Source: an optimization exercise on an open RTL-to-GDS flow (aim: small area and a short achievable clock period). Production flows keep margins and buffers that such runs may drop.
Where RTL was checked, it was by simulation tests only, not by an equivalence proof against the original.
For runs 4 to 7, only the layout was checked, not whether the RTL still works.
Power and IR drop assume default switching activity.

**config.mk**
```make
export PLATFORM = sky130hd
export DESIGN_NAME = bpu_top
export DESIGN_NICKNAME = bpu_top
export VERILOG_FILES = /design/flow/design.v
export SDC_FILE = /design/flow/constraint.sdc
export NUM_CORES = 4
export LEC_CHECK = 0
export CAP_MARGIN = 20
export CORE_MARGIN = 2
export CORE_UTILIZATION = 40
export SLEW_MARGIN = 20
```
**constraint.sdc**
```tcl
create_clock -name core_clock -period 7.0 [get_ports {clk_i}]
set_input_delay 1.4000 -clock core_clock [delete_from_list [all_inputs] [get_ports {clk_i}]]
set_output_delay 1.4000 -clock core_clock [all_outputs]
set_load 0.01 [all_outputs]
```
**design.v**
```verilog
package fetch_pkg;
   localparam int XLEN = 32;
   typedef struct packed {
      logic [XLEN-1:0] pc;
      logic [XLEN-1:0] target;
      logic            taken;
      logic            mispredict;
   } resolution_t;
endpackage
module branch_predictor #(
   parameter int BHT_BITS = 8,
   parameter int BTB_BITS = 4,
   parameter int HLEN     = 4
) (
   input  logic              clk_i,
   input  logic              rst_i,
   input  logic [fetch_pkg::XLEN-1:0] curr_pc_i,
   output logic              pred_taken_o,
   output logic [fetch_pkg::XLEN-1:0] pred_target_o,
   output logic              btb_hit_o,
   input  logic              res_valid_i,
   input  fetch_pkg::resolution_t res_i,
   output logic [31:0]       mispred_cnt_o
);
   localparam int BHT_N = 1 << BHT_BITS;
   localparam int BTB_N = 1 << BTB_BITS;
   localparam int TAG_W = fetch_pkg::XLEN - BTB_BITS - 2;
   if (HLEN < 1 || HLEN > BHT_BITS) begin : g_bad_hlen
      $error("HLEN must lie in 1..BHT_BITS");
   end
   logic [BHT_N-1:0][1:0] bht_q;
   logic [BHT_N-1:0][1:0] bht_d;
   logic [BTB_N-1:0]    btb_valid_q, btb_valid_d;
   logic [BTB_N-1:0][TAG_W-1:0] btb_tag_q;
   logic [BTB_N-1:0][TAG_W-1:0] btb_tag_d;
   logic [BTB_N-1:0][fetch_pkg::XLEN-1:0] btb_target_q;
   logic [BTB_N-1:0][fetch_pkg::XLEN-1:0] btb_target_d;
   logic [31:0]         mispred_cnt_q, mispred_cnt_d;
   logic [BHT_BITS-1:0] lk_bht_idx, up_bht_idx;
   logic [BTB_BITS-1:0] lk_btb_idx, up_btb_idx;
   logic [1:0]          up_ctr;
   logic                unused_pc_lsbs;
   assign unused_pc_lsbs = ^res_i.pc[1:0];
   assign lk_btb_idx     = curr_pc_i[BTB_BITS+1:2];
   assign up_btb_idx     = res_i.pc[BTB_BITS+1:2];
   assign up_ctr         = bht_q[up_bht_idx];
   assign mispred_cnt_o  = mispred_cnt_q;
   logic [HLEN-1:0] ghr_q, ghr_d;
   assign lk_bht_idx = curr_pc_i[BHT_BITS+1:2] ^ BHT_BITS'(ghr_q);
   assign up_bht_idx = res_i.pc[BHT_BITS+1:2] ^ BHT_BITS'(ghr_q);
   always_comb begin
      btb_hit_o     = btb_valid_q[lk_btb_idx] && (btb_tag_q[lk_btb_idx] == curr_pc_i[fetch_pkg::XLEN-1:BTB_BITS+2]);
      pred_taken_o  = btb_hit_o && bht_q[lk_bht_idx][1];
      pred_target_o = pred_taken_o ? btb_target_q[lk_btb_idx] : curr_pc_i + fetch_pkg::XLEN'(4);
   end
   always_comb begin
      bht_d         = bht_q;
      btb_valid_d   = btb_valid_q;
      btb_tag_d     = btb_tag_q;
      btb_target_d  = btb_target_q;
      mispred_cnt_d = mispred_cnt_q;
      ghr_d         = ghr_q;
      if (res_valid_i) begin
         bht_d[up_bht_idx] = res_i.taken ? ((up_ctr == 2'b11) ? 2'b11 : up_ctr + 2'd1)
                                         : ((up_ctr == 2'b00) ? 2'b00 : up_ctr - 2'd1);
         if (res_i.taken) begin
            btb_valid_d[up_btb_idx]  = 1'b1;
            btb_tag_d[up_btb_idx]    = res_i.pc[fetch_pkg::XLEN-1:BTB_BITS+2];
            btb_target_d[up_btb_idx] = res_i.target;
         end
         mispred_cnt_d = res_i.mispredict ? mispred_cnt_q + 32'd1 : mispred_cnt_q;
         ghr_d = HLEN'({ghr_q, res_i.taken});
      end
   end
   always_ff @(posedge clk_i or posedge rst_i) begin
      if (rst_i) begin
         for (int i = 0; i < BHT_N; i++) bht_q[i] <= 2'b01;
         btb_valid_q   <= '0;
         mispred_cnt_q <= '0;
         ghr_q         <= '0;
      end else begin
         bht_q         <= bht_d;
         btb_valid_q   <= btb_valid_d;
         mispred_cnt_q <= mispred_cnt_d;
         ghr_q         <= ghr_d;
      end
   end
   always_ff @(posedge clk_i) begin
      btb_tag_q    <= btb_tag_d;
      btb_target_q <= btb_target_d;
   end
endmodule
module bpu_top (
   input  logic        clk_i,
   input  logic        rst_i,
   input  logic [31:0] curr_pc_i,
   output logic        pred_taken_o,
   output logic [31:0] pred_target_o,
   output logic        btb_hit_o,
   input  logic        res_valid_i,
   input  logic [31:0] res_pc_i,
   input  logic [31:0] res_target_i,
   input  logic        res_taken_i,
   input  logic        res_mispredict_i,
   output logic [31:0] mispred_cnt_o
);
   fetch_pkg::resolution_t res;
   assign res.pc         = res_pc_i;
   assign res.target     = res_target_i;
   assign res.taken      = res_taken_i;
   assign res.mispredict = res_mispredict_i;
   branch_predictor u_bp (
      .clk_i        (clk_i),
      .rst_i        (rst_i),
      .curr_pc_i    (curr_pc_i),
      .pred_taken_o (pred_taken_o),
      .pred_target_o(pred_target_o),
      .btb_hit_o    (btb_hit_o),
      .res_valid_i  (res_valid_i),
      .res_i        (res),
      .mispred_cnt_o(mispred_cnt_o)
   );
endmodule
```
**run.sh**
```bash
#!/bin/bash
# synth_recipe.tcl (not shown) runs the flow's synth.tcl, then flattens the netlist and writes it again
# the make line also repeats each setting of config.mk as NAME=value (left out here)
make -C /OpenROAD-flow-scripts/flow DESIGN_CONFIG=/design/flow/config.mk WORK_HOME=/design/flow/orfs CLKGATE_MAP_FILE= SYNTH_SCRIPT=/design/flow/synth_recipe.tcl finish
```
==> results of run 1 <==
==> final cells by class <==
type                            instances  area (sq um)  area share, %
Sequential cell                      1492         42300           44.6
Antenna cell                           14          35.0         0.0369
Clock inverter                         76           868          0.915
Tap cell                             2788          3490           3.67
Inverter                               42           166          0.175
Multi-Input combinational cell       5155         38400           40.5
Clock buffer                          239          4790           5.05
Timing Repair Buffer                  514          4850           5.11
==> worst max-delay path: stages <==
cell	delay, ns
buf_8	0.17
buf_4	0.42
mux4_2	0.54
nor2b_1	0.14
a211oi_1	0.49
a21oi_1	0.22
xnor2_1	0.33
nand4_1	0.13
nor3_1	0.24
buf_4	0.16
nand4_4	0.11
buf_12	0.19
mux2_4	0.34
clkdlybuf4s50_1	0.48
==> metal layers <==
layer	vias up	share of wire, %	GRT usage [%]
met5	-	0.017	0
met4	6	5.0	13.6
met3	707	10	6.57
met2	3854	45	43.4
met1	33200	39	38.6
li1	27600	-	-
==> registers in the layout (all words and copies together), names as in the netlist <==
| register | cells |
|---|---|
| u_bp.bht_q | 512 |
| u_bp.mispred_cnt_q | 32 |
| u_bp.btb_tag_q | 416 |
| u_bp.ghr_q | 4 |
| u_bp.btb_valid_q | 16 |
| u_bp.btb_target_q | 512 |
==> kinds of logic (layout without fill, tap and decap cells) <==
logic type	count (synthesis)	in the layout
AOI/OAI and AO/OA	1735	1735
other	0	14
buffers and inverters	611	871
muxes	716	716
and+or+nand+nor	2568	2568
adders and majority gates	27	27
xor gates and xnor gates	109	109
DFF	1492	1492
==> metrics by stage <==
step	TNS, ns	area [sq um]
4_1_cts	0	94800
3_5_place_dp	0	89100
5_1_grt	0	94900
2_1_floorplan	-9022.12	83700
6_report	0	94900
3_3_place_gp	0	89100
==> cell usage in the layout, fill, tap and decap left out, types with 81 or more instances in the layout <==
cell type and n:
o21ai_0 548, nand3_1 81, o2bb2ai_1 167, clkbuf_16 178
a31oi_1 273, mux4_2 466, edfxtp_1 928, nor2_1 723
dfstp_2 256, clkdlybuf4s50_1 157, dfrtp_1 308, buf_4 304
mux2_2 145, a22o_1 126, a21oi_1 83, o31ai_2 250
nand2_1 1530
==> power by group <==
| group | internal (uW) | total [uW] | switching [uW] |
|---|---|---|---|
| registers | 10700 | 11400 | 618 |
| logic | 2540 | 7510 | 4970 |
| clock network | 5160 | 9150 | 3980 |
| total | 18400 | 28000 | 9570 |
==> path summary, 6_finish.rpt <==
path	from	to	slack, ns	cells past startpoint
min reg2reg	u_bp.btb_valid_q[11]	u_bp.btb_valid_q[11]	0.46	1
max	curr_pc_i[2]	pred_target_o[13]	0.15	14
min	u_bp.btb_valid_q[11]	u_bp.btb_valid_q[11]	0.46	1
min in group asynchronous	rst_i	u_bp.bht_q[359]	1.12	3
max reg2reg	u_bp.ghr_q[0]	u_bp.bht_q[368]	1.86	11
max in group asynchronous	rst_i	u_bp.bht_q[506]	4.47	4
==> what timing repair did <==
action                                  4_1_cts  5_1_grt
buffers inserted                              0        4
resized for setup                             0        1
endpoints found under the setup margin        0       16
==> impl_metrics.tcl, run 1 <==
set metrics [dict create \
    status "finished clean" \
    cap_violations 0 \
    synth_top_area_cell "edfxtp_1" \
    clock_latency_ns 0.87 \
    synth_nets 7386 \
    crit_fanout 21 \
    firstDrtPassIters 7 \
    synth_area_sq_mm 0.0837 \
    num_vias 65400 \
    clkSlewWorstSetupHoldPaths_ns 0.06 \
    grt_max_degree 257 \
    hold_violations 0 \
    via_per_inst 6.34 \
    die_w_um 461 \
    dp_hpwl_mm 205 \
    synthAdderAreaFrac_pct 0.413 \
    synthMuxAreaShare_pct 16.2 \
    fp-row-count 167 \
    leakagePower_uw 0.0342 \
    syn_inst 7258 \
    max_freq_mhz 146 \
    fp.dieArea_sq_mm 0.213 \
    yosysWarningCount 1 \
    coreArea_sq_mm 0.207 \
    cts_hold_buf 0 \
    cts_made_buffers 172 \
    synth.area.top_cells "edfxtp_1 (33%), mux4_2 (13%), dfrtp_1 (9.2%)" \
    grt_overflow_total 0 \
    num-fill-cells 18800 \
    syn_to_final_growth_pct 13.5 \
    remaining_drc_errors 0 \
    avgSynthCellArea_sq_um 11.5 \
    grt_usage_pct 28.6 \
    synth_edf_count 928 \
    htreeDepth 4 \
    skew_ns 0.0661 \
    totalPowerFinal_uw 28000 \
    synth.distinct_cells 97 \
    start_kind "input pin" \
    end_kind "output pin" \
    placed_cells 9984 \
    nNetsFinal 7505 \
    die_y_um 461 \
    drv_slew 0 \
    ys_top_cells_by_count "nand2_1 (1557), edfxtp_1 (928), nor2_1 (732)" \
    setup_viol 0 \
    root_buffer "clkbuf_16" \
    peakVddDrop_mv 0.291 \
    numClockSinks 1492 \
    timing_worst_setup_path_type "input pin to output pin" \
    gp_congestion 0.996 \
    async_flop_share_pct 37.8 \
    max_slew_margin_pct 9.98 \
    powerDensity_mw_per_mm2 295 \
    grt_setup_unrepaired "no" \
    pre_cts_ws_ns 0.137 \
    drt_wl_total_mm 310 \
    post_drt_wl_per_cell_um 30.0 \
    ys_ff_latch 1492 \
    synth.most_common_cell "nand2_1" \
    synth_compound_area_share_pct 15.4 \
    synth-simple-area-share_pct 12.2 \
    whs_ns 0.455 \
    cp_data_arrival_time_ns 5.45 \
    worst_pin_slew_ns 1.35 \
    ant_nets 0 \
    finalCriticalPeriod_ns 6.85 \
    synth_top_flop_cell "edfxtp_1" \
    drtIter0Drc 9040 \
    critPathRequiredTime_ns 5.60 \
    cts_tree "built" \
    portBuffers 164 \
    synth_xor_area_share_pct 1.18 \
    yosysTopAreaCellShare_pct 33.3 \
    antenna_found_initial 20 \
    hp-class "register to register" \
    fin_util_pct 45.8 \
    seq_area_frac_synth_pct 50.6 \
    stdcell_count 10300 \
    drive_gt1_share_pct 24.6 \
    clk_path_buf_depth 3 \
    grt_pass1_wl_mm 446 \
    start_util_pct 40.3 \
    synth_top_family_by_area "multiplexers" \
    first_global_vias 63200 \
    io_pins 167 \
    finalCritPeriodShare_pct 97.9 \
    fin_ws_ns 0.149 \
]
==> inputs of run 2 (changes only) <==
==> design.v (replaced) <==
module branch_predictor (
   input  logic        clk_i,
   input  logic        rst_i,
   input  logic [31:0] curr_pc_i,
   output logic        pred_taken_o,
   output logic [31:0] pred_target_o,
   output logic        btb_hit_o,
   input  logic        res_valid_i,
   input  logic [31:0] res_pc_i,
   input  logic [31:0] res_target_i,
   input  logic        res_taken_i,
   input  logic        res_mispredict_i,
   output logic [31:0] mispred_cnt_o
);
   logic [15:0][15:0] bht_hi_q, bht_lo_q;    
   logic [15:0]       bht_row_valid_q;
   logic [15:0]       btb_valid_q;
   logic [15:0][25:0] btb_tag_q;
   logic [15:0][31:0] btb_target_q;
   logic [3:0]        ghr_q;
   logic [31:0]       cnt_q;
   logic [3:0]  lk_idx, lk_row, lk_col;
   logic [15:0] tag_match;
   logic        bht_bit;
   assign lk_idx = curr_pc_i[5:2];
   assign lk_row = curr_pc_i[9:6];
   assign lk_col = curr_pc_i[5:2] ^ ghr_q;
   always_comb begin
      for (int e = 0; e < 16; e++)
         tag_match[e] = btb_valid_q[e] && (btb_tag_q[e] == curr_pc_i[31:6]) && (lk_idx == 4'(e));
   end
   assign btb_hit_o = |tag_match;
   assign bht_bit       = bht_row_valid_q[lk_row] && bht_hi_q[lk_row][lk_col];
   assign pred_taken_o  = btb_hit_o && bht_bit;
   assign pred_target_o = pred_taken_o ? btb_target_q[lk_idx] : curr_pc_i + 32'd4;
   assign mispred_cnt_o = cnt_q;
   logic [3:0]  up_row, up_col;
   logic        old_hi, old_lo, new_hi, new_lo;
   logic [15:0] col_hit, col_d_hi, col_d_lo;
   assign up_row = res_pc_i[9:6];
   assign up_col = res_pc_i[5:2] ^ ghr_q;
   assign old_hi = bht_row_valid_q[up_row] ?  bht_hi_q[up_row][up_col] : 1'b0;
   assign old_lo = bht_row_valid_q[up_row] ?  bht_lo_q[up_row][up_col] : 1'b1;
   assign new_hi = (old_hi & old_lo) | (res_taken_i & (old_hi | old_lo));
   assign new_lo = (old_hi & ~old_lo) | (res_taken_i & (old_hi | ~old_lo));
   always_comb begin
      for (int c = 0; c < 16; c++) begin
         col_hit[c]  = (up_col == 4'(c));
         col_d_hi[c] = col_hit[c] & new_hi;
         col_d_lo[c] = ~col_hit[c] | new_lo;
      end
   end
   for (genvar r = 0; r < 16; r++) begin : g_bht_row
      logic row_we;
      assign row_we = res_valid_i && (up_row == 4'(r));
      always_ff @(posedge clk_i or posedge rst_i) begin
         if (rst_i) bht_row_valid_q[r] <= 1'b0;
         else if (row_we) bht_row_valid_q[r] <= 1'b1;
      end
      for (genvar c = 0; c < 16; c++) begin : g_bht_col
         always_ff @(posedge clk_i) begin
            if (row_we && (col_hit[c] || !bht_row_valid_q[r])) begin
               bht_hi_q[r][c] <= col_d_hi[c];
               bht_lo_q[r][c] <= col_d_lo[c];
            end
         end
      end
   end
   logic [3:0] up_btb;
   assign up_btb = res_pc_i[5:2];
   for (genvar e = 0; e < 16; e++) begin : g_btb
      logic we;
      assign we = res_valid_i && res_taken_i && (up_btb == 4'(e));
      always_ff @(posedge clk_i or posedge rst_i) begin
         if (rst_i) btb_valid_q[e] <= 1'b0;
         else if (we) btb_valid_q[e] <= 1'b1;
      end
      always_ff @(posedge clk_i) begin
         if (we) begin
            btb_tag_q[e]    <= res_pc_i[31:6];
            btb_target_q[e] <= res_target_i;
         end
      end
   end
   always_ff @(posedge clk_i or posedge rst_i) begin
      if (rst_i) begin
         ghr_q <= '0;
         cnt_q <= '0;
      end else if (res_valid_i) begin
         ghr_q <= {ghr_q[2:0], res_taken_i};
         if (res_mispredict_i) cnt_q <= cnt_q + 32'd1;
      end
   end
endmodule
module bpu_top (
   input  logic        clk_i,
   input  logic        rst_i,
   input  logic [31:0] curr_pc_i,
   output logic        pred_taken_o,
   output logic [31:0] pred_target_o,
   output logic        btb_hit_o,
   input  logic        res_valid_i,
   input  logic [31:0] res_pc_i,
   input  logic [31:0] res_target_i,
   input  logic        res_taken_i,
   input  logic        res_mispredict_i,
   output logic [31:0] mispred_cnt_o
);
   branch_predictor u_bp (.*);
endmodule
--- a/config.mk
+++ b/config.mk
@@ -9,3 +9,4 @@
 export CORE_MARGIN = 2
 export CORE_UTILIZATION = 40
+export SETUP_SLACK_MARGIN = 3.5
 export SLEW_MARGIN = 20
==> run 2 against run 1 <==
Compared with the run above: clock skew up 0.024 ns; maximum frequency increased by 8.4%; setup slack better by 0.53 ns; global-route usage down 3.0 points; count of clock-buffer cells in the layout fell by 31; hold slack better by 0.011 ns; non-clock buffer count up 85; core utilization grew 4.7 points; sequential share of layout area grew 12 points; register-to-register slack gained 0.95 ns; critical endpoint is now pred_target_o[16]; largest cell class unchanged.
==> impl_metrics.tcl, run 2 <==
set metrics [dict create \
    status "finished clean" \
    seq_area_sq_mm 0.0449 \
    worst_pin_slew_ns 1.23 \
    cpMostUsedCell "buf_12" \
    yosysWarningCount 1 \
    largest_reg_flops 512 \
    clkSlewWorstSetupHoldPaths_ns 0.06 \
    cts_tree "built" \
    synth.distinct_cells 57 \
    hp-class "register to register" \
    min_to "u_bp.btb_valid_q[8]" \
    end_kind "output pin" \
    drt_wl_total_mm 211 \
    clock_latency_ns 0.82 \
    syn_inst 3617 \
    remaining_drc_errors 0 \
    die_w_um 404 \
    r2r-end "u_bp.bht_hi_q[215]" \
    grt_usage_pct 25.6 \
    slowest_delay_ns 0.35 \
    reg_top3 "u_bp.btb_target_q x512, u_bp.btb_tag_q x416" \
    synth.area.top_cells "edfxtp_1 (68%), mux4_2 (12%), xnor2_1 (4.4%)" \
    leakagePower_uw 0.0260 \
    synth.most_common_cell "edfxtp_1" \
    finalCriticalPeriod_ns 6.32 \
    drtIter0Drc 5434 \
    drive_gt1_share_pct 32.1 \
    cp_cell_sequence "buf_12 -> xor2_4 -> buf_12 -> buf_12 -> mux4_2 -> mux4_2 -> mux2i_4 -> a211o_1 -> a2111oi_4 -> a21oi_1 -> or3_4 -> buf_12 -> buf_6 -> buf_12 -> buf_16 -> mux2_4 -> buf_6" \
    grt_pass1_wl_mm 292 \
    synth_edf_count 1440 \
    layout_commonest_cell "edfxtp_1" \
    setup_viol 0 \
    start_util_pct 40.3 \
    ys_ff_latch 1508 \
    synth_top_flop_cell "edfxtp_1" \
    nNetsFinal 4254 \
    hold_violations 0 \
    finalCritPeriodShare_pct 90.3 \
    post_drt_wl_per_cell_um 33.2 \
    fin_tns_setup_ns 0 \
    ys_top_cells_by_count "edfxtp_1 (1440), mux4_2 (350), xnor2_1 (325)" \
    fp.dieArea_sq_mm 0.163 \
    via_per_inst 6.04 \
    num_vias 38500 \
    gp_congestion 0.949 \
    coreArea_sq_mm 0.159 \
    die_y_um 404 \
    ant_nets 0 \
    grt_overflow_total 0 \
    timing_worst_setup_path_type "input pin to output pin" \
    hold_start "u_bp.btb_valid_q[8]" \
    worst-r2r-cell-count 16 \
    cpMaxStageDelayCell "or3_4" \
    synth_area_sq_mm 0.0640 \
    syn_to_final_growth_pct 25.1 \
    hold_depth 1 \
    firstDrtPassIters 6 \
    whs_ns 0.466 \
    top_register "u_bp.btb_target_q" \
    yosysTopAreaCellShare_pct 67.5 \
    avgSynthCellArea_sq_um 17.7 \
    num-fill-cells 12800 \
    r2r_setup_slack_ns 2.81 \
    r2r-start "u_bp.ghr_q[2]" \
    io_pins 167 \
    fp-row-count 146 \
    cts_hold_buf 0 \
    cts_made_buffers 162 \
    max_slew_margin_pct 17.9 \
    grt_setup_unrepaired "yes" \
    synth_nets 3723 \
    root_buffer "clkbuf_16" \
    cp_data_arrival_time_ns 4.92 \
    clk_path_buf_depth 3 \
    async_flop_share_pct 4.51 \
    mostFrequentLayoutCells "edfxtp_1 (1440), mux4_2 (350), xnor2_1 (315), a21oi_1 (269), buf_4 (203)" \
    start_kind "input pin" \
    antenna_found_initial 11 \
    seq_area_frac_synth_pct 70.2 \
    synth_top_area_cell "edfxtp_1" \
    critPathRequiredTime_ns 5.60 \
    first_global_vias 37200 \
    cap_violations 0 \
    powerDensity_mw_per_mm2 278 \
    dp_hpwl_mm 119 \
    skew_ns 0.0904 \
    peakVddDrop_mv 0.258 \
    drv_slew 0 \
    grt_max_degree 103 \
    portBuffers 164 \
    htreeDepth 4 \
    crit_fanout 7 \
    numClockSinks 1508 \
    max_freq_mhz 158 \
    multi_input_area_sq_mm 0.0196 \
]
## run 2: area by class of cell
type / count / area share (%)
sequential: 1508 / 56.1
tap: 2072 / 3.24
antenna: 7 / 0.0219
clock buffer: 208 / 5.40
multi-input combinational: 1865 / 24.5
inverter: 12 / 0.0656
timing repair buffer: 599 / 9.44
clock inverter: 93 / 1.22
## run 2: how the worst max path moves through the flow
stage | startpoint | slack [ns] | to | depth (start not counted)
floorplan | curr_pc_i[2] | 1.53 | pred_target_o[10] | 14
global placement | curr_pc_i[27] | 0.1 | pred_target_o[10] | 12
detailed placement | curr_pc_i[27] | 0.11 | pred_target_o[10] | 12
CTS | curr_pc_i[2] | 0.80 | pred_target_o[16] | 17
global route | curr_pc_i[2] | 0.65 | pred_target_o[16] | 17
finish | curr_pc_i[2] | 0.68 | pred_target_o[16] | 17
## run 2: cells by family (layout without fill, tap and decap cells)
| kind of cell | count (synthesis) | after routing | synth area share [%] |
|---|---|---|---|
| buffers and inverters | 252 | 912 | 1.69 |
| DFF | 1508 | 1508 | 70.2 |
| and+or+nand+nor | 617 | 623 | 4.89 |
| adders and majority gates | 7 | 9 | 0.133 |
| other | 0 | 7 | 0 |
| xor gates and xnor gates | 490 | 490 | 6.75 |
| AOI/OAI and AO/OA | 330 | 330 | 2.81 |
| muxes | 413 | 413 | 13.5 |
## run 2: what timing repair did
item,CTS,global route
setup buffers,159,16
gates resized for setup,640,59
hold endpoints to repair,0,0
gates cloned,58,3
pin swaps,104,35
setup endpoints to repair,1476,967
## run 2: power by group
| part | leakage [uW] | internal, uW | switching, uW |
|---|---|---|---|
| Sequential | 0.0137 | 10100 | 118 |
| Combinational | 0.00966 | 1540 | 2080 |
| Clock | 0.00256 | 4770 | 3720 |
## run 2: per-stage QoR
step           setup slack, ns  power [uW]  area [sq um]  std cells  util, %
5_1_grt                  0.645       22800         80100       6358     50.5
2_1_floorplan             1.53       11800         64500       3617        -
3_5_place_dp             0.111       13000         69800       5819     44.0
4_1_cts                  0.805       22200         79700       6337     50.2
6_report                 0.681       22300         80100       6364     50.5
3_3_place_gp            0.0986       13000         69800       5818     44.0
## run 2: critical path, delay by kind of cell
family / cells / cell delay, ns
buffers and inverters: 8 / 1.12
muxes: 4 / 1.08
AOI/OAI and AO/OA: 3 / 0.73
and+or+nand+nor: 1 / 0.35
xor gates and xnor gates: 1 / 0.18
## run 2: metal layers
layer,vias up,wire length [um],GRT usage (%)
met5,-,39,0
met4,6,8950,10.1
met3,464,22800,6.67
met2,2414,98800,39.9
met1,20100,80900,34.4
li1,15500,-,-
==> inputs of run 3 (changes only) <==
--- a/config.mk
+++ b/config.mk
@@ -9,4 +9,4 @@
 export CORE_MARGIN = 2
 export CORE_UTILIZATION = 40
-export SETUP_SLACK_MARGIN = 3.5
+export SETUP_SLACK_MARGIN = 2.5
 export SLEW_MARGIN = 20
==> run 3 against run 2 <==
Compared with the run above: area after synthesis unchanged; total power down 4.4%; wire length down 7.4%; clock power down 3.9%; sequential share of layout area up 2.4 points; highest routed layer unchanged; critical endpoint is now pred_target_o[12]; die area unchanged; global-route usage down 1.8 points.
==> impl_metrics.tcl, run 3 <==
set metrics [dict create \
    hp-class "register to register" \
    slowest_delay_ns 0.52 \
    seq_area_frac_synth_pct 70.2 \
    synth.area.top_cells "edfxtp_1 (68%), mux4_2 (12%), xnor2_1 (4.4%)" \
    leakagePower_uw 0.0246 \
    critPathTopFamily "multiplexers" \
    grt_overflow_total 0 \
    synth_nets 3723 \
    coreArea_sq_mm 0.159 \
    pre_cts_ws_ns 0.133 \
    peakVddDrop_mv 0.267 \
    cts_made_buffers 160 \
    num-fill-cells 13200 \
    seq_area_sq_mm 0.0449 \
    async_flop_share_pct 4.51 \
    layout_commonest_cell "edfxtp_1" \
    powerDensity_mw_per_mm2 277 \
    cpMostUsedCell "buf_12" \
    die_w_um 404 \
    yosysTopAreaCellShare_pct 67.5 \
    yosysWarningCount 1 \
    fin_ws_ns 0.766 \
    gp_congestion 0.926 \
    drv_slew 0 \
    path_buf_inv 7 \
    synth_top_area_cell "edfxtp_1" \
    end_kind "output pin" \
    clk_path_buf_depth 3 \
    top_register "u_bp.btb_target_q" \
    syn_inst 3617 \
    grt_pass1_wl_mm 274 \
    synth.most_common_cell "edfxtp_1" \
    worst_pin_slew_ns 1.23 \
    finalCriticalPeriod_ns 6.23 \
    worst-path-stages 16 \
    antenna_found_initial 9 \
    fp.dieArea_sq_mm 0.163 \
    avgSynthCellArea_sq_um 17.7 \
    crit_fanout 12 \
    nNetsFinal 4132 \
    finalCritPeriodShare_pct 89.1 \
    status "finished clean" \
    ys_ff_latch 1508 \
    portBuffers 164 \
    timing_worst_setup_path_type "input pin to output pin" \
    placed_cells 5839 \
    largest_reg_flops 512 \
    die_y_um 404 \
    critPathRequiredTime_ns 5.60 \
    start_kind "input pin" \
    setup_viol 0 \
    grt_max_degree 105 \
    num_vias 36600 \
    hold_violations 0 \
    r2r_setup_slack_ns 2.90 \
    crit_path_end "pred_target_o[12]" \
    cts_tree "built" \
    synth.distinct_cells 57 \
    drive_gt1_share_pct 26.3 \
    io_pins 167 \
    clkSlewWorstSetupHoldPaths_ns 0.06 \
    skew_ns 0.0402 \
    max_freq_mhz 160 \
    cap_violations 0 \
    grt_usage_pct 23.8 \
    synth_area_sq_mm 0.0640 \
    via_per_inst 5.87 \
    cpMaxStageDelayCell "mux4_2" \
    drtIter0Drc 4592 \
    cp_cell_sequence "buf_16 -> xor2_4 -> buf_12 -> buf_16 -> mux4_2 -> mux2i_1 -> o22ai_1 -> nor3_2 -> a2111oi_4 -> a21oi_2 -> or3_4 -> buf_12 -> buf_12 -> buf_12 -> mux2_4 -> buf_6" \
    clock_latency_ns 0.80 \
    synth_top_flop_cell "edfxtp_1" \
    ant_nets 0 \
    stdcell_count 6237 \
    dp_hpwl_mm 119 \
    synth_edf_count 1440 \
    remaining_drc_errors 0 \
    r2r-start "u_bp.ghr_q[0]" \
    max_slew_margin_pct 18.1 \
    first_global_vias 36200 \
    multi_input_area_sq_mm 0.0188 \
    drt_wl_total_mm 196 \
    reg_top3 "u_bp.btb_target_q x512, u_bp.btb_tag_q x416" \
    cp_data_arrival_time_ns 4.83 \
    post_drt_wl_per_cell_um 31.4 \
    fin_tns_setup_ns 0 \
    start_util_pct 40.3 \
    r2r-end "u_bp.bht_lo_q[172]" \
    syn_to_final_growth_pct 20.0 \
    cts_hold_buf 0 \
    ys_top_cells_by_count "edfxtp_1 (1440), mux4_2 (350), xnor2_1 (325)" \
    worst-r2r-cell-count 12 \
    root_buffer "clkbuf_16" \
    grt_setup_unrepaired "yes" \
    mostFrequentLayoutCells "edfxtp_1 (1440), mux4_2 (353), xnor2_1 (322), a21oi_1 (267), buf_4 (209)" \
    firstDrtPassIters 6 \
    fp-row-count 146 \
    numClockSinks 1508 \
    htreeDepth 4 \
    cp-startpoint "curr_pc_i[2]" \
]
## run 3: kinds of logic after synthesis
logic type	Yosys count	share of synthesized area, %
fa+ha+maj	7	0.133
xor+xnor	490	6.75
buf+inv	252	1.69
flops	1508	70.2
compound gates	330	2.81
simple gates	617	4.89
mux	413	13.5
## run 3: how the worst min path moves through the flow
stage,end,cells past startpoint,from
finish,u_bp.btb_valid_q[11],1,u_bp.btb_valid_q[11]
CTS,u_bp.btb_valid_q[5],1,u_bp.btb_valid_q[5]
floorplan,u_bp.btb_valid_q[0],1,u_bp.btb_valid_q[0]
global placement,u_bp.btb_valid_q[2],1,u_bp.btb_valid_q[2]
global route,u_bp.btb_valid_q[9],1,u_bp.btb_valid_q[9]
detailed placement,u_bp.btb_valid_q[5],1,u_bp.btb_valid_q[5]
## run 3: area by class of cell
| type | count | share of cell area (%) |
|---|---|---|
| inverters | 12 | 0.0635 |
| repair buffers | 487 | 7.04 |
| well taps | 2072 | 3.37 |
| flip-flops and latches | 1508 | 58.5 |
| multi-input cells | 1857 | 24.4 |
| clock buffers | 218 | 5.52 |
| diodes | 3 | 0.00977 |
| clock inverters | 80 | 1.05 |
## run 3: power breakdown
part / switching [uW] / total [uW] / internal [uW] / leakage, uW
sequential: 161 / 10200 / 10100 / 0.0137
clock: 3600 / 8160 / 4560 / 0.00242
combinational: 1720 / 2910 / 1200 / 0.00840
## run 3: layer usage
| metal | vias up | global-route usage (%) | share of wire [%] |
|---|---|---|---|
| met4 | 8 | 7.16 | 2.8 |
| met2 | 1825 | 38.7 | 49 |
| li1 | 15100 | - | - |
| met5 | - | 0 | 0.023 |
| met1 | 19400 | 32.3 | 40 |
| met3 | 284 | 4.93 | 8.7 |
## run 3: per-stage QoR
step           power (uW)  cell area (sq um)  hold WS [ns]  util [%]
6_report            21300              76800         0.464      48.4
5_1_grt             21900              76800         0.476      48.4
4_1_cts             21300              76200         0.467      48.0
3_5_place_dp        13000              70100         0.453      44.2
3_3_place_gp        13000              70100         0.451      44.2
2_1_floorplan       11800              64400         0.439         -
## run 3: repair_timing
item	4_1_cts	5_1_grt
resized for setup	230	69
endpoints found under the setup margin	546	538
setup buffers	58	29
pin swaps	19	21
gates cloned	6	3
==> inputs of run 4 (changes only) <==
--- a/design.v
+++ b/design.v
@@ -1,2 +1,22 @@
+module bp_dec4 (
+   input  logic [3:0]  a_i,
+   output logic [15:0] y_o
+);
+   always_comb for (int i = 0; i < 16; i++) y_o[i] = (a_i == 4'(i));
+endmodule
+module bp_tag_eq (
+   input  logic [25:0] tag_i,
+   input  logic [25:0] pc_tag_i,
+   output logic        eq_o
+);
+   assign eq_o = (tag_i == pc_tag_i);
+endmodule
+module bp_sel16 (
+   input  logic [15:0] d_i,
+   input  logic [15:0] sel_i,
+   output logic        y_o
+);
+   assign y_o = |(d_i & sel_i);
+endmodule
 module branch_predictor (
    input  logic        clk_i,
@@ -20,18 +40,33 @@
    logic [3:0]        ghr_q;
    logic [31:0]       cnt_q;
-   logic [3:0]  lk_idx, lk_row, lk_col;
-   logic [15:0] tag_match;
-   logic        bht_bit;
+   logic [3:0]        lk_idx;
+   logic [15:0]       lk_dec, lk_row_dec, lk_col_dec, tag_eq;
+   logic              btb_hit;
+   logic [15:0][15:0] bht_hi_t;              
+   logic [15:0]       bht_row;               
+   logic              row_valid, bht_bit_raw, bht_bit;
+   logic [31:0]       pc_plus4, target_if_hit;
    assign lk_idx = curr_pc_i[5:2];
-   assign lk_row = curr_pc_i[9:6];
-   assign lk_col = curr_pc_i[5:2] ^ ghr_q;
-   always_comb begin
-      for (int e = 0; e < 16; e++)
-         tag_match[e] = btb_valid_q[e] && (btb_tag_q[e] == curr_pc_i[31:6]) && (lk_idx == 4'(e));
+   bp_dec4 u_lk_dec  (.a_i(lk_idx),                  .y_o(lk_dec));
+   bp_dec4 u_row_dec (.a_i(curr_pc_i[9:6]),          .y_o(lk_row_dec));
+   bp_dec4 u_col_dec (.a_i(curr_pc_i[5:2] ^ ghr_q),  .y_o(lk_col_dec));
+   for (genvar e = 0; e < 16; e++) begin : g_lk_btb
+      bp_tag_eq u_eq (.tag_i(btb_tag_q[e]), .pc_tag_i(curr_pc_i[31:6]), .eq_o(tag_eq[e]));
    end
-   assign btb_hit_o = |tag_match;
-   assign bht_bit       = bht_row_valid_q[lk_row] && bht_hi_q[lk_row][lk_col];
-   assign pred_taken_o  = btb_hit_o && bht_bit;
-   assign pred_target_o = pred_taken_o ? btb_target_q[lk_idx] : curr_pc_i + 32'd4;
+   bp_sel16 u_hit (.d_i(tag_eq), .sel_i(lk_dec & btb_valid_q), .y_o(btb_hit));
+   assign btb_hit_o = btb_hit;
+   for (genvar c = 0; c < 16; c++) begin : g_lk_col
+      for (genvar r = 0; r < 16; r++) begin : g_t
+         assign bht_hi_t[c][r] = bht_hi_q[r][c];
+      end
+      bp_sel16 u_row (.d_i(bht_hi_t[c]), .sel_i(lk_row_dec), .y_o(bht_row[c]));
+   end
+   bp_sel16 u_row_valid (.d_i(bht_row_valid_q), .sel_i(lk_row_dec), .y_o(row_valid));
+   bp_sel16 u_col       (.d_i(bht_row),         .sel_i(lk_col_dec), .y_o(bht_bit_raw));
+   assign bht_bit = row_valid && bht_bit_raw;
+   assign pc_plus4      = curr_pc_i + 32'd4;
+   assign target_if_hit = bht_bit ? btb_target_q[lk_idx] : pc_plus4;
+   assign pred_taken_o  = btb_hit && bht_bit;
+   assign pred_target_o = btb_hit ? target_if_hit : pc_plus4;
    assign mispred_cnt_o = cnt_q;
    logic [3:0]  up_row, up_col;
--- a/config.mk
+++ b/config.mk
@@ -8,5 +8,6 @@
 export CAP_MARGIN = 20
 export CORE_MARGIN = 2
-export CORE_UTILIZATION = 40
+export CORE_UTILIZATION = 60
 export SETUP_SLACK_MARGIN = 2.5
 export SLEW_MARGIN = 20
+export SYNTH_HIERARCHICAL = 1
==> run 4 against run 3 <==
Compared with the run above: still clean on timing, DRC and antenna; critical endpoint is now pred_target_o[29]; register-to-register slack worse by 0.06 ns; area after synthesis increased by 0.60%; synthesized cell count rose by 0.97%.
==> impl_metrics.tcl, run 4 <==
set metrics [dict create \
    hold_start "u_bp.cnt_q[31]" \
    p_sw_uw 5290 \
    synth_top_area_cell "edfxtp_1" \
    worst-r2r-cell-count 13 \
    root_buffer "clkbuf_16" \
    critPathTopFamily "compound AO/OA/AOI/OAI gates" \
    nNetsFinal 4232 \
    whs_ns 0.464 \
    slowest_delay_ns 0.34 \
    met1_length_mm 75.7 \
    num-fill-cells 6475 \
    start_kind "input pin" \
    placed_cell_area_sq_mm 0.0696 \
    met3_length_mm 26.3 \
    num_vias 39000 \
    finalCriticalPeriod_ns 6.06 \
    final_area_sq_mm 0.0771 \
    synth_area_sq_mm 0.0644 \
    fin_tns_setup_ns 0 \
    gp_congestion 1.04 \
    pre_cts_ws_ns 0.0166 \
    drtIter0Drc 5601 \
    fp-row-count 120 \
    reg_top3 "u_bp.btb_target_q x512, u_bp.btb_tag_q x416" \
    cts_tree "built" \
    wl_met2_mm 89.9 \
    fin_ws_ns 0.938 \
    syn_to_final_growth_pct 19.6 \
    largest_reg_flops 512 \
    ant_nets 0 \
    first_global_vias 38300 \
    top_register "u_bp.btb_target_q" \
    remaining_drc_errors 0 \
    grt_usage_pct 36.0 \
    ys_top_cells_by_count "edfxtp_1 (1440), xor2_1 (286), a21oi_1 (285)" \
    multi_input_area_sq_mm 0.0198 \
    totalPowerFinal_uw 20900 \
    layout_commonest_cell "edfxtp_1" \
    fp.dieArea_sq_mm 0.110 \
    path_buf_inv 7 \
    seq_area_sq_mm 0.0449 \
    seq_area_frac_synth_pct 69.8 \
    avgSynthCellArea_sq_um 17.6 \
    grt_max_degree 69 \
    mostFrequentLayoutCells "edfxtp_1 (1440), a21oi_1 (283), xor2_1 (279), mux4_2 (265), buf_4 (223)" \
    cts_made_buffers 150 \
    r2r_setup_slack_ns 2.84 \
    drv_slew 0 \
    setup_viol 0 \
    end_kind "output pin" \
    cp_data_arrival_time_ns 4.66 \
    firstDrtPassIters 6 \
    clkPwrFrac_pct 38.2 \
    post_drt_wl_per_cell_um 35.1 \
    die_y_um 332 \
    async_flop_share_pct 4.51 \
    pwr-share-seq_pct 48.4 \
    worst_pin_slew_ns 1.26 \
    leakagePower_uw 0.0254 \
    via_per_inst 6.89 \
    hold_violations 0 \
    cp_cell_sequence "buf_6 -> and4_2 -> buf_4 -> a22o_1 -> a221oi_2 -> nand4_1 -> a22o_1 -> a221oi_2 -> nand4_1 -> nand3_2 -> inv_4 -> buf_6 -> buf_12 -> clkbuf_16 -> o21ai_4 -> buf_6" \
    numClockSinks 1508 \
    die_w_um 332 \
    yosysWarningCount 8 \
    max_slew_margin_pct 15.8 \
    p_sw_share_pct 25.2 \
    crit_fanout 17 \
    start_util_pct 60.3 \
    clk_path_buf_depth 3 \
    synth_top_flop_cell "edfxtp_1" \
    clock_latency_ns 0.78 \
    syn_inst 3652 \
    cts_hold_buf 0 \
    r2r-end "u_bp.bht_hi_q[41]" \
    synth.area.top_cells "edfxtp_1 (67%), mux4_2 (9.2%), xor2_1 (3.9%)" \
    coreArea_sq_mm 0.107 \
    dp_hpwl_mm 122 \
    status "finished clean" \
    io_pins 167 \
    cap_violations 0 \
    internal_power_uw 15700 \
    ys_ff_latch 1508 \
    powerDensity_mw_per_mm2 272 \
    peakVddDrop_mv 0.310 \
    max_freq_mhz 165 \
    portBuffers 164 \
    hp-class "register to register" \
    htreeDepth 4 \
    synth.distinct_cells 63 \
    maxUsedRoutingLayer "met5" \
    synth.most_common_cell "edfxtp_1" \
    drt_wl_total_mm 199 \
    finalCritPeriodShare_pct 86.6 \
    min_to "u_bp.cnt_q[31]" \
    cpMaxStageDelayCell "and4_2" \
    r2r-start "u_bp.ghr_q[0]" \
    grt_setup_unrepaired "yes" \
    yosysTopAreaCellShare_pct 67.1 \
    p_comb_share_pct 13.4 \
    cpMostUsedCell "buf_6" \
    clkSlewWorstSetupHoldPaths_ns 0.06 \
    synth_nets 3755 \
    skew_ns 0.0279 \
    hold_depth 1 \
    synth_edf_count 1440 \
    timing_worst_setup_path_type "input pin to output pin" \
    critPathRequiredTime_ns 5.60 \
    drive_gt1_share_pct 28.3 \
    grt_pass1_wl_mm 279 \
    antenna_found_initial 15 \
    grt_overflow_total 0 \
]
## run 4: cell types whose count changed in the layout (fill, tap and decap cells not counted), sizes merged, moves of 29 or more
cell and change:
a221oi +74, a22o +74, clkbuf -36, mux2 -31, mux4 -74, nand4 -29, nor4 +29, o21ai +32
xnor2 -126, xor2 +123
## run 4: kinds of logic (layout without fill, tap and decap cells)
family	after synthesis	after routing	synth area share (%)
other	0	5	0
xor gates and xnor gates	487	487	6.64
adders and majority gates	2	2	0.0388
DFF	1508	1508	69.8
AOI/OAI and AO/OA	518	518	5.91
muxes	306	306	10.3
buffers and inverters	193	787	1.49
and+or+nand+nor	638	638	5.88
## run 4: power by group through the flow
stage / clock network, uW / registers, uW / logic (uW)
floorplan: 0 / 10300 / 1300
global placement: 0 / 10300 / 2450
detailed placement: 0 / 10300 / 2480
CTS: 8070 / 10100 / 2640
global route: 8390 / 10200 / 2850
finish: 8000 / 10100 / 2800
## run 4: what timing repair did
action,CTS,global route
gates cloned,14,3
pin swaps,83,64
endpoints found under the setup margin,546,562
buffers inserted,75,25
resized for setup,318,99
## run 4: cell type report
cell class                      count  share of cell area [%]
Multi-Input combinational cell   1951                    25.8
Inverter                           13                  0.0682
Tap cell                         1403                    2.28
Clock inverter                     91                    1.26
Timing Repair Buffer              505                    7.23
Clock buffer                      178                    5.08
Sequential cell                  1508                    58.3
Antenna cell                        5                  0.0162
## run 4: modules after synthesis, one instance, submodules excluded, excerpt
| module | cells inside | flops+latches | area (sq um) |
|---|---|---|---|
| bp_dec4 | 20 | 0 | 277 |
| branch_predictor | 2861 | 1508 | 57100 |
| bp_tag_eq | 35 | 0 | 288 |
| bp_sel16 | 9 | 0 | 101 |
## run 4: worst max path at each step
stage / slack, ns / startpoint / end / cells past startpoint
floorplan: 1.89 / res_valid_i / u_bp.btb_tag_q[312] / 4
global placement: 0.04 / curr_pc_i[7] / pred_target_o[23] / 17
detailed placement: 0.02 / curr_pc_i[7] / pred_target_o[30] / 17
CTS: 0.96 / curr_pc_i[7] / pred_target_o[25] / 18
global route: 0.94 / curr_pc_i[8] / pred_target_o[25] / 18
finish: 0.94 / curr_pc_i[6] / pred_target_o[29] / 16
## run 4: per-layer routing
layer | global-route usage, % | up-vias
li1 | - | 15700
met2 | 53.2 | 2742
met4 | 12.5 | 12
met3 | 11.7 | 429
met1 | 51.1 | 20100
met5 | 0 | -
## run 4: metrics by stage
stage,util (%),cells
6_report,72.2,5654
5_1_grt,72.2,5650
4_1_cts,71.5,5619
3_5_place_dp,65.2,5261
3_3_place_gp,65.2,5260
2_1_floorplan,-,3652
==> inputs of run 5 (changes only) <==
--- a/config.mk
+++ b/config.mk
@@ -8,5 +8,5 @@
 export CAP_MARGIN = 20
 export CORE_MARGIN = 2
-export CORE_UTILIZATION = 60
+export CORE_UTILIZATION = 40
 export SETUP_SLACK_MARGIN = 2.5
 export SLEW_MARGIN = 20
==> run 5 against run 4 <==
Compared with the run above: still clean; global-route usage down 12 points; final cell count up 13%; area after synthesis is the same; core utilization fell by 24 points; first-iteration DRC count down 19%; sequential cell count is the same; combinational power shrank 5%; critical path depth up 1; design area is 1.1% higher; die area up 49%; sequential share of layout area fell by 0.64 points; clock power increased by 2.7%; critical path type unchanged; largest cell class unchanged.
==> impl_metrics.tcl, run 5 <==
set metrics [dict create \
    status "finished clean" \
    reg_top3 "u_bp.btb_target_q x512, u_bp.btb_tag_q x416" \
    top_register "u_bp.btb_target_q" \
    hold_violations 0 \
    grt_pass1_wl_mm 280 \
    first_global_vias 37000 \
    max_freq_mhz 167 \
    cpMaxStageDelayCell "a221oi_2" \
    cts_made_buffers 158 \
    worst-r2r-cell-count 13 \
    synth.most_common_cell "edfxtp_1" \
    nNetsFinal 4199 \
    syn_to_final_growth_pct 21.0 \
    firstDrtPassIters 6 \
    skew_ns 0.0432 \
    worst_pin_slew_ns 1.23 \
    clock_latency_ns 0.82 \
    avgSynthCellArea_sq_um 17.6 \
    seq_area_frac_synth_pct 69.8 \
    clk_path_buf_depth 3 \
    die_w_um 405 \
    antenna_found_initial 23 \
    finalCriticalPeriod_ns 5.98 \
    cp_cell_sequence "buf_16 -> buf_6 -> and4b_4 -> buf_12 -> buf_16 -> a22o_1 -> a221oi_2 -> nand4_1 -> a221oi_2 -> nand4_1 -> nand3_4 -> inv_8 -> buf_12 -> buf_16 -> buf_6 -> o21ai_2 -> buf_2" \
    setup_viol 0 \
    coreArea_sq_mm 0.160 \
    start_util_pct 40.2 \
    async_flop_share_pct 4.51 \
    final_area_sq_mm 0.0779 \
    yosysTopAreaCellShare_pct 67.1 \
    r2r_setup_slack_ns 2.73 \
    synth.area.top_cells "edfxtp_1 (67%), mux4_2 (9.2%), xor2_1 (3.9%)" \
    placed_cell_area_sq_mm 0.0705 \
    leakagePower_uw 0.0252 \
    fin_tns_setup_ns 0 \
    ant_nets 0 \
    ys_top_cells_by_count "edfxtp_1 (1440), xor2_1 (286), a21oi_1 (285)" \
    end_kind "output pin" \
    max_slew_margin_pct 17.7 \
    syn_inst 3652 \
    r2r-start "u_bp.ghr_q[0]" \
    yosysWarningCount 8 \
    post_drt_wl_per_cell_um 31.2 \
    clkSlewWorstSetupHoldPaths_ns 0.06 \
    drive_gt1_share_pct 26.7 \
    critPathTopFamily "buffers and inverters" \
    r2r-end "u_bp.bht_hi_q[49]" \
    largest_reg_flops 512 \
    ys_ff_latch 1508 \
    p_comb_share_pct 12.7 \
    crit_fanout 9 \
    synth_area_sq_mm 0.0644 \
    critPathRequiredTime_ns 5.60 \
    cts_tree "built" \
    synth_top_flop_cell "edfxtp_1" \
    htreeDepth 4 \
    synth_edf_count 1440 \
    dp_hpwl_mm 121 \
    cpMostUsedCell "buf_16" \
    remaining_drc_errors 0 \
    drv_slew 0 \
    p_sw_uw 5330 \
    cap_violations 0 \
    timing_worst_setup_path_type "input pin to output pin" \
    peakVddDrop_mv 0.273 \
    numClockSinks 1508 \
    fp-row-count 147 \
    grt_usage_pct 24.2 \
    num_vias 37500 \
    internal_power_uw 15700 \
    finalCritPeriodShare_pct 85.4 \
    synth_nets 3755 \
    fp.dieArea_sq_mm 0.164 \
    synth.distinct_cells 63 \
    die_y_um 405 \
    hp-class "register to register" \
    mostFrequentLayoutCells "edfxtp_1 (1440), a21oi_1 (284), xor2_1 (281), mux4_2 (264), xnor2_1 (196)" \
    pwr-share-seq_pct 48.3 \
    via_per_inst 5.87 \
    min_to "u_bp.btb_valid_q[1]" \
    drtIter0Drc 4510 \
    grt_max_degree 80 \
    whs_ns 0.458 \
    portBuffers 164 \
    clkPwrFrac_pct 39.1 \
    grt_overflow_total 0 \
    root_buffer "clkbuf_16" \
    cp_data_arrival_time_ns 4.58 \
    num-fill-cells 13300 \
    slowest_delay_ns 0.44 \
    cts_hold_buf 0 \
    grt_setup_unrepaired "yes" \
    gp_congestion 0.971 \
    io_pins 167 \
    path_buf_inv 9 \
    powerDensity_mw_per_mm2 270 \
    hold_start "u_bp.btb_valid_q[1]" \
    synth_top_area_cell "edfxtp_1" \
    start_kind "input pin" \
    layout_commonest_cell "edfxtp_1" \
    hold_depth 1 \
    p_sw_share_pct 25.3 \
    drt_wl_total_mm 200 \
]
-- run 5: final cells by class --
type	instances	area, sq um	area share [%]
Antenna cell	8	20.0	0.0257
Clock buffer	203	4260	5.46
Clock inverter	81	803	1.03
Timing Repair Buffer	463	5430	6.97
Tap cell	2160	2700	3.47
Inverter	13	57.6	0.0739
Sequential cell	1508	44900	57.7
Multi-Input combinational cell	1952	19700	25.3
-- run 5: cell families after synthesis --
| kind of cell | after synthesis | synth area share (%) |
|---|---|---|
| xor gates and xnor gates | 487 | 6.64 |
| muxes | 306 | 10.3 |
| buffers and inverters | 193 | 1.49 |
| adders and majority gates | 2 | 0.0388 |
| DFF | 1508 | 69.8 |
| and+or+nand+nor | 638 | 5.88 |
| AOI/OAI and AO/OA | 518 | 5.91 |
-- run 5: worst max-delay path by stage --
stage	start	end	slack [ns]	depth (start not counted)
5_1_grt	curr_pc_i[8]	pred_target_o[19]	1.01	17
3_3_place_gp	curr_pc_i[7]	pred_target_o[9]	0.11	14
2_1_floorplan	res_valid_i	u_bp.btb_tag_q[312]	1.89	4
4_1_cts	curr_pc_i[6]	pred_target_o[27]	1.10	17
6_report	curr_pc_i[6]	pred_target_o[27]	1.02	17
3_5_place_dp	curr_pc_i[7]	pred_target_o[9]	0.08	14
-- run 5: through the flow --
step	utilization [%]	power [uW]	setup slack [ns]	cells
after floorplan	-	11600	1.89	3652
after global placement	44.0	12800	0.106	6001
after detailed placement	44.0	12800	0.0752	6003
after CTS	48.5	21100	1.10	6377
after global routing	48.6	21600	1.01	6383
final	48.6	21000	1.02	6388
-- run 5: power groups by stage --
stage / sequential (uW) / combinational, uW / clock [uW]
2_1_floorplan: 10300 / 1300 / 0
3_3_place_gp: 10300 / 2440 / 0
3_5_place_dp: 10300 / 2450 / 0
4_1_cts: 10200 / 2600 / 8350
5_1_grt: 10200 / 2760 / 8690
6_report: 10200 / 2670 / 8220
-- run 5: routing by layer --
layer  part of all wire, %  vias to the layer above  routed length [um]  track usage (%)
met5                 0.059                        -                 117                0
met1                    41                    19700               80900             33.1
met2                    47                     1827               92900             37.8
met3                   9.0                      398               18000             5.45
met4                   3.9                       20                7690             8.81
li1                      -                    15600                   -                -
-- run 5: timing repair --
action,in CTS,in global routing
resized for setup,346,43
setup endpoints to repair,546,544
endpoints found under the hold margin,0,0
gates cloned,21,1
pin swaps,93,12
setup buffers,69,2
-- run 5: modules after synthesis, one instance, submodules excluded, a selection --
module | cells inside | flops+latches
branch_predictor | 2861 | 1508
bp_tag_eq | 35 | 0
bp_dec4 | 20 | 0
bp_sel16 | 9 | 0
==> inputs of run 6 (changes only) <==
--- a/config.mk
+++ b/config.mk
@@ -9,4 +9,5 @@
 export CORE_MARGIN = 2
 export CORE_UTILIZATION = 40
+export PLACE_DENSITY = 0.85
 export SETUP_SLACK_MARGIN = 2.5
 export SLEW_MARGIN = 20
==> run 6 against run 5 <==
Compared with the run above: still clean; maximum frequency decreased by 3.7%; count of clock-buffer cells in the layout decreased by 7; global-route usage increased by 0.39 points; non-clock buffer count increased by 50.
==> impl_metrics.tcl, run 6 <==
set metrics [dict create \
    seq_area_frac_synth_pct 69.8 \
    ys_ff_latch 1508 \
    grt_usage_pct 24.5 \
    synth_area_sq_mm 0.0644 \
    hp-class "register to register" \
    grt_pass1_wl_mm 288 \
    skew_ns 0.0618 \
    max_slew_margin_pct 19.3 \
    synth.area.top_cells "edfxtp_1 (67%), mux4_2 (9.2%), xor2_1 (3.9%)" \
    io_pins 167 \
    top_register "u_bp.btb_target_q" \
    cp_cell_sequence "buf_12 -> and4_2 -> buf_12 -> a22o_1 -> a221oi_2 -> nand4_1 -> a22o_1 -> a221oi_2 -> nand4_1 -> nand3_4 -> inv_8 -> buf_12 -> clkbuf_16 -> o21ai_4 -> buf_6" \
    yosysWarningCount 8 \
    setup_viol 0 \
    cap_violations 0 \
    powerDensity_mw_per_mm2 273 \
    die_y_um 405 \
    synth_edf_count 1440 \
    gp_congestion 1.06 \
    cp_data_arrival_time_ns 4.81 \
    synth_top_area_cell "edfxtp_1" \
    grt_setup_unrepaired "yes" \
    root_buffer "clkbuf_16" \
    crit_fanout 14 \
    layout_commonest_cell "edfxtp_1" \
    post_drt_wl_per_cell_um 34.1 \
    cpMostUsedCell "buf_12" \
    leakagePower_uw 0.0252 \
    drv_slew 0 \
    drtIter0Drc 7134 \
    slowest_delay_ns 0.45 \
    timing_worst_setup_path_type "input pin to output pin" \
    htreeDepth 4 \
    clkSlewWorstSetupHoldPaths_ns 0.05 \
    critPathRequiredTime_ns 5.60 \
    critPathTopFamily "simple AND/OR/NAND/NOR gates" \
    numClockSinks 1508 \
    coreArea_sq_mm 0.160 \
    antenna_found_initial 20 \
    totalPowerFinal_uw 21200 \
    whs_ns 0.456 \
    fp.dieArea_sq_mm 0.164 \
    finalCriticalPeriod_ns 6.21 \
    firstDrtPassIters 17 \
    start_util_pct 40.2 \
    synth_top_flop_cell "edfxtp_1" \
    grt_overflow_total 0 \
    remaining_drc_errors 0 \
    portBuffers 164 \
    ant_nets 0 \
    num_vias 41200 \
    finalCritPeriodShare_pct 88.7 \
    mostFrequentLayoutCells "edfxtp_1 (1440), a21oi_1 (279), xor2_1 (276), mux4_2 (264), buf_4 (249)" \
    wl_met2_mm 99.7 \
    fin_tns_setup_ns 0 \
    fp-row-count 147 \
    cts_made_buffers 153 \
    cpMaxStageDelayCell "and4_2" \
    status "finished clean" \
    clk_path_buf_depth 3 \
    via_per_inst 6.41 \
    met1_length_mm 70.6 \
    max_freq_mhz 161 \
    drt_wl_total_mm 219 \
    synth_nets 3755 \
    met3_length_mm 32.6 \
    peakVddDrop_mv 0.285 \
    path_buf_inv 6 \
    syn_to_final_growth_pct 20.9 \
    synth.most_common_cell "edfxtp_1" \
    worst_pin_slew_ns 1.21 \
    hold_violations 0 \
    ys_top_cells_by_count "edfxtp_1 (1440), xor2_1 (286), a21oi_1 (285)" \
    dp_hpwl_mm 120 \
    avgSynthCellArea_sq_um 17.6 \
    drive_gt1_share_pct 28.1 \
    first_global_vias 39300 \
    synth.distinct_cells 63 \
    nNetsFinal 4243 \
    reg_top3 "u_bp.btb_target_q x512, u_bp.btb_tag_q x416" \
    async_flop_share_pct 4.51 \
    clock_latency_ns 0.83 \
    end_kind "output pin" \
    die_w_um 405 \
    cts_tree "built" \
    syn_inst 3652 \
    maxUsedRoutingLayer "met5" \
    start_kind "input pin" \
    yosysTopAreaCellShare_pct 67.1 \
    grt_max_degree 67 \
    cts_hold_buf 0 \
    largest_reg_flops 512 \
]
run 6: worst reg2reg max path, cell delays in order (launching register included):
cell and delay, ns:
dfrtp_1 0.57, xnor2_4 0.34, buf_4 0.18, buf_12 0.18, mux4_2 0.59, nand2_2 0.17
nand4_1 0.27, a21oi_2 0.24, o21ai_0 0.13, o41ai_1 0.66, nand3_1 0.16, buf_4 0.27
nand4_1 0.13, buf_4 0.30
run 6: cell type report:
| cell class | count | area [sq um] |
|---|---|---|
| inverter | 13 | 58.8 |
| clock buffer | 196 | 4040 |
| timing repair buffer | 513 | 5330 |
| sequential | 1508 | 44900 |
| fill | 12300 | 82300 |
| tap | 2160 | 2700 |
| antenna | 8 | 20.0 |
| clock inverter | 81 | 992 |
| multi-input combinational | 1951 | 19800 |
run 6: final timing paths:
check	slack, ns	depth (start not counted)	to	from
worst max register to register	2.61	13	u_bp.bht_lo_q[18]	u_bp.ghr_q[0]
worst min register to register	0.46	1	u_bp.btb_valid_q[8]	u_bp.btb_valid_q[8]
max in group asynchronous	4.90	3	u_bp.cnt_q[5]	rst_i
worst max-delay path	0.79	15	pred_target_o[10]	curr_pc_i[8]
min in group asynchronous	1.01	2	u_bp.cnt_q[26]	rst_i
worst min-delay path	0.46	1	u_bp.btb_valid_q[8]	u_bp.btb_valid_q[8]
run 6: cells by family (layout without fill, tap and decap cells):
kind of cell	after synthesis	in the layout	synth area share, %
buffers and inverters	193	803	1.49
AO/OA/AOI/OAI	518	518	5.91
adder cells (fa/ha/maj)	2	2	0.0388
AND/OR/NAND/NOR	638	638	5.88
XOR/XNOR	487	487	6.64
other	0	8	0
flip-flops	1508	1508	69.8
multiplexers	306	306	10.3
run 6: through the flow:
stage	area (sq um)	worst slack, ns	utilization, %	std cells
after floorplan	64800	1.89	-	3652
after global placement	70000	0.292	43.7	5986
after detailed placement	70000	0.232	43.7	5986
after CTS	76400	1.04	47.7	6321
after global routing	77900	0.858	48.6	6426
final	77900	0.791	48.6	6430
run 6: per-module statistics from Yosys, one instance, submodules excluded, excerpt:
module | cells | times used
bp_sel16 | 9 | 19
bp_dec4 | 20 | 3
branch_predictor | 2861 | 1
bp_tag_eq | 35 | 16
run 6: what timing repair did:
item                                    in CTS  in global routing
endpoints found under the setup margin     546                546
gates resized for setup                    298                138
setup buffers                               48                 94
pin swaps                                   66                 69
gates cloned                                10                  5
endpoints found under the hold margin        0                  0
run 6: routing by layer:
metal,up-vias,global-route usage (%)
li1,15700,-
met1,20600,30.1
met2,4005,37.9
met3,949,8.71
met4,20,13.6
met5,-,0
run 6: where the power goes:
group / switching, uW / internal (uW)
registers: 98.9 / 10100
logic: 1810 / 985
clock network: 3780 / 4500
==> inputs of run 7 (changes only) <==
--- a/config.mk
+++ b/config.mk
@@ -9,5 +9,5 @@
 export CORE_MARGIN = 2
 export CORE_UTILIZATION = 40
-export PLACE_DENSITY = 0.85
+export CTS_BUF_LIST = sky130_fd_sc_hd__clkbuf_4 sky130_fd_sc_hd__clkbuf_8
 export SETUP_SLACK_MARGIN = 2.5
 export SLEW_MARGIN = 20
==> run 7 against run 6 <==
Compared with the run above: still clean on timing, DRC and antenna; die area unchanged; synthesized cell count is the same; register-to-register slack gained 0.09 ns; sequential share of layout area grew 0.054 points; total power is 4.5% lower; clock skew down 0.0044 ns; count of clock-buffer cells in the layout increased by 133; combinational power is 5% lower; maximum frequency increased by 4.9%; critical endpoint is now pred_target_o[3]; largest cell class unchanged; highest routed layer unchanged.
==> impl_metrics.tcl, run 7 <==
set metrics [dict create \
    fp-row-count 147 \
    cts_made_buffers 238 \
    synth_edf_count 1440 \
    drive_gt1_share_pct 30.0 \
    root_buffer "clkbuf_8" \
    slowest_delay_ns 0.37 \
    status "finished clean" \
    top_usage_layer "met2" \
    first_global_vias 37800 \
    grt_max_degree 80 \
    htreeDepth 4 \
    pwr-share-seq_pct 50.1 \
    crit_fanout 16 \
    peakVddDrop_mv 0.242 \
    p_sw_uw 5350 \
    cp_data_arrival_time_ns 4.52 \
    internal_power_uw 14900 \
    gp_congestion 0.971 \
    hold_violations 0 \
    grt_util_met1_pct 32.9 \
    antenna_found_initial 17 \
    fp.dieArea_sq_mm 0.164 \
    syn_inst 3652 \
    synth_compound_area_share_pct 5.91 \
    async_flop_share_pct 4.51 \
    synth_top_family_by_area "multiplexers" \
    grt_util_met2_pct 37.7 \
    grt_usage_pct 24.3 \
    via_per_inst 5.80 \
    synth.distinct_cells 63 \
    max_freq_mhz 169 \
    clock_latency_ns 1.01 \
    grt_overflow_total 0 \
    layout_commonest_cell "edfxtp_1" \
    skew_ns 0.0573 \
    reg_top3 "u_bp.btb_target_q x512, u_bp.btb_tag_q x416" \
    placed_cell_area_sq_mm 0.0705 \
    dp_hpwl_mm 121 \
    ys_ff_latch 1508 \
    worst-r2r-cell-count 12 \
    totalPowerFinal_uw 20300 \
    post_drt_wl_per_cell_um 30.6 \
    yosysWarningCount 8 \
    io_pins 167 \
    multi_input_area_sq_mm 0.0197 \
    synth_top_flop_cell "edfxtp_1" \
    hp-class "register to register" \
    worst_pin_slew_ns 1.22 \
    seq_area_frac_synth_pct 69.8 \
    avgSynthCellArea_sq_um 17.6 \
    synth_xor_area_share_pct 6.64 \
    num_vias 38100 \
    drtIter0Drc 4444 \
    met3_usage_pct 5.49 \
    die_y_um 405 \
    critPathRequiredTime_ns 5.60 \
    mostFrequentLayoutCells "edfxtp_1 (1440), a21oi_1 (284), xor2_1 (280), mux4_2 (264), clkbuf_8 (248)" \
    cts_tree "built" \
    cpMaxStageDelayCell "a221oi_2" \
    largest_reg_flops 512 \
    ant_nets 0 \
    synth_top_area_cell "edfxtp_1" \
    synth_area_sq_mm 0.0644 \
    cp_cell_sequence "buf_6 -> and4bb_4 -> buf_12 -> buf_4 -> a22o_1 -> a221oi_2 -> nand4_1 -> a221oi_2 -> nand4_1 -> nand3_4 -> buf_4 -> buf_8 -> nand2_1 -> nand2_4 -> clkdlybuf4s15_2" \
    top_register "u_bp.btb_target_q" \
    synthAdderAreaFrac_pct 0.0388 \
    yosysTopAreaCellShare_pct 67.1 \
    firstDrtPassIters 6 \
    finalCritPeriodShare_pct 84.6 \
    ys_top_cells_by_count "edfxtp_1 (1440), xor2_1 (286), a21oi_1 (285)" \
    setup_viol 0 \
    clkPwrFrac_pct 36.9 \
    hold_depth 1 \
    remaining_drc_errors 0 \
    synth.most_common_cell "edfxtp_1" \
    final_area_sq_mm 0.0778 \
    synth.area.top_cells "edfxtp_1 (67%), mux4_2 (9.2%), xor2_1 (3.9%)" \
    grt_pass1_wl_mm 281 \
    drt_wl_total_mm 201 \
    p_comb_share_pct 13.1 \
    start_util_pct 40.2 \
    synth-simple-area-share_pct 5.88 \
    timing_worst_setup_path_type "input pin to output pin" \
    finalCriticalPeriod_ns 5.92 \
    leakagePower_uw 0.0254 \
    synth_nets 3755 \
    p_sw_share_pct 26.4 \
    portBuffers 164 \
    grt_setup_unrepaired "yes" \
    clk_path_buf_depth 3 \
    start_kind "input pin" \
    clkSlewWorstSetupHoldPaths_ns 0.06 \
    end_kind "output pin" \
    max_slew_margin_pct 18.4 \
    numClockSinks 1508 \
    die_w_um 405 \
    nNetsFinal 4306 \
    synthMuxAreaShare_pct 10.3 \
    fin_tns_setup_ns 0 \
    syn_to_final_growth_pct 20.8 \
    cap_violations 0 \
    seq_area_sq_mm 0.0449 \
    drv_slew 0 \
    num-fill-cells 13500 \
    coreArea_sq_mm 0.160 \
    powerDensity_mw_per_mm2 261 \
    cts_hold_buf 0 \
]
[run 7: worst paths after layout]
check                                    startpoint                   to  slack, ns
max in group asynchronous                     rst_i        u_bp.ghr_q[3]       5.12
worst min register to register  u_bp.btb_valid_q[1]  u_bp.btb_valid_q[1]       0.46
worst min-delay path            u_bp.btb_valid_q[1]  u_bp.btb_valid_q[1]       0.46
worst max register to register        u_bp.ghr_q[0]   u_bp.bht_hi_q[124]       2.70
min in group asynchronous                     rst_i       u_bp.cnt_q[31]       0.86
worst max-delay path                   curr_pc_i[9]     pred_target_o[3]       1.08
[run 7: cell type report]
| class | instances | share of cell area (%) |
|---|---|---|
| Sequential cell | 1508 | 57.8 |
| Multi-Input combinational cell | 1952 | 25.3 |
| Timing Repair Buffer | 490 | 7.23 |
| Clock buffer | 329 | 5.17 |
| Tap cell | 2160 | 3.47 |
| Clock inverter | 108 | 0.926 |
| Inverter | 13 | 0.0740 |
| Antenna cell | 12 | 0.0386 |
[run 7: through the flow]
stage | worst slack (ns) | hold WS (ns) | cells | util (%)
after global routing | 1.06 | 0.470 | 6566 | 48.6
after floorplan | 1.89 | 0.430 | 3652 | -
after detailed placement | 0.0752 | 0.445 | 6003 | 44.0
final | 1.08 | 0.457 | 6572 | 48.6
after global placement | 0.106 | 0.442 | 6001 | 44.0
after CTS | 1.12 | 0.460 | 6530 | 48.2
[run 7: Yosys stat by module, one instance, submodules excluded, a selection]
module,cells inside,times used,flops+latches
branch_predictor,2861,1,1508
bp_dec4,20,3,0
bp_tag_eq,35,16,0
bp_sel16,9,19,0
[run 7: logic make-up after synthesis]
family	Yosys count
buf+inv	193
fa+ha+maj	2
mux	306
compound gates	518
simple gates	638
flops	1508
xor+xnor	487
[run 7: timing repair]
item                                   4_1_cts  5_1_grt
setup endpoints to repair                  546      544
endpoints found under the hold margin        0        0
gates cloned                                19        3
resized for setup                          326       92
pin swaps                                   91       27
setup buffers                               71       27
[run 7: metal layers]
layer / vias up / share of wire [%] / routed length (um)
li1: 15900 / - / -
met1: 19800 / 40 / 80800
met2: 2047 / 46 / 93300
met3: 420 / 9.3 / 18600
met4: 6 / 4.3 / 8650
met5: - / 0.014 / 28
[run 7: power by group through the flow]
| stage | Combinational [uW] | Clock, uW | Sequential, uW |
|---|---|---|---|
| 4_1_cts | 2570 | 7620 | 10200 |
| 2_1_floorplan | 1300 | 0 | 10300 |
| 3_5_place_dp | 2450 | 0 | 10300 |
| 6_report | 2660 | 7480 | 10200 |
| 5_1_grt | 2740 | 8000 | 10200 |
| 3_3_place_gp | 2440 | 0 | 10300 |
[run 7: critical path, delay by kind of cell]
| kind | cells | cell delay (ns) |
|---|---|---|
| buf+inv | 6 | 1.00 |
| compound gates | 3 | 0.85 |
| simple gates | 6 | 1.24 |

-- static timing again, ports no longer ideal --
Ports are ideal in the flow. The routed layouts listed here were re-timed in OpenROAD. Step 1 (the two cells are an assumption about what drives the block):
set clk [get_ports {clk_i}]
set_driving_cell -lib_cell sky130_fd_sc_hd__clkbuf_16 $clk
set_driving_cell -lib_cell sky130_fd_sc_hd__buf_2 [delete_from_list [all_inputs] $clk]
Step 2 adds t to the input delays and takes it off the output delays; t is the mean of the earliest and latest rising clock arrival at the registers after step 1. Input paths then give back, and output paths get back, about the clock's delay inside the block. Three values: ideal ports, drivers, drivers and shift; two values: the first two.
run	t, ns	slack for setup (ns)	worst hold slack (ns)	worst setup path after step 2
run 1	0.922	0.149 / 0.090 / 0.090	0.455 / 0.455 / 0.455	input to output
run 2	0.852	0.681 / 0.576 / 0.576	0.466 / 0.466 / 0.466	input to output
run 3	0.859	0.766 / 0.703 / 0.703	0.464 / 0.464 / 0.464	input to output
run 4	0.843	0.938 / 0.650 / 0.650	0.464 / 0.464 / 0.464	input to output
run 5	0.869	1.022 / 0.827 / 0.827	0.458 / 0.458 / 0.458	input to output
run 6	0.899	0.791 / 0.531 / 0.531	0.456 / 0.456 / 0.456	input to output
run 7	1.055	1.079 / 0.822 / 0.822	0.457 / 0.457 / 0.457	input to output
After both steps every run listed still meets setup and hold. The setup slack of run 4, which loses most, moves by -0.288 ns with the drivers and by -0.288 ns with both steps.
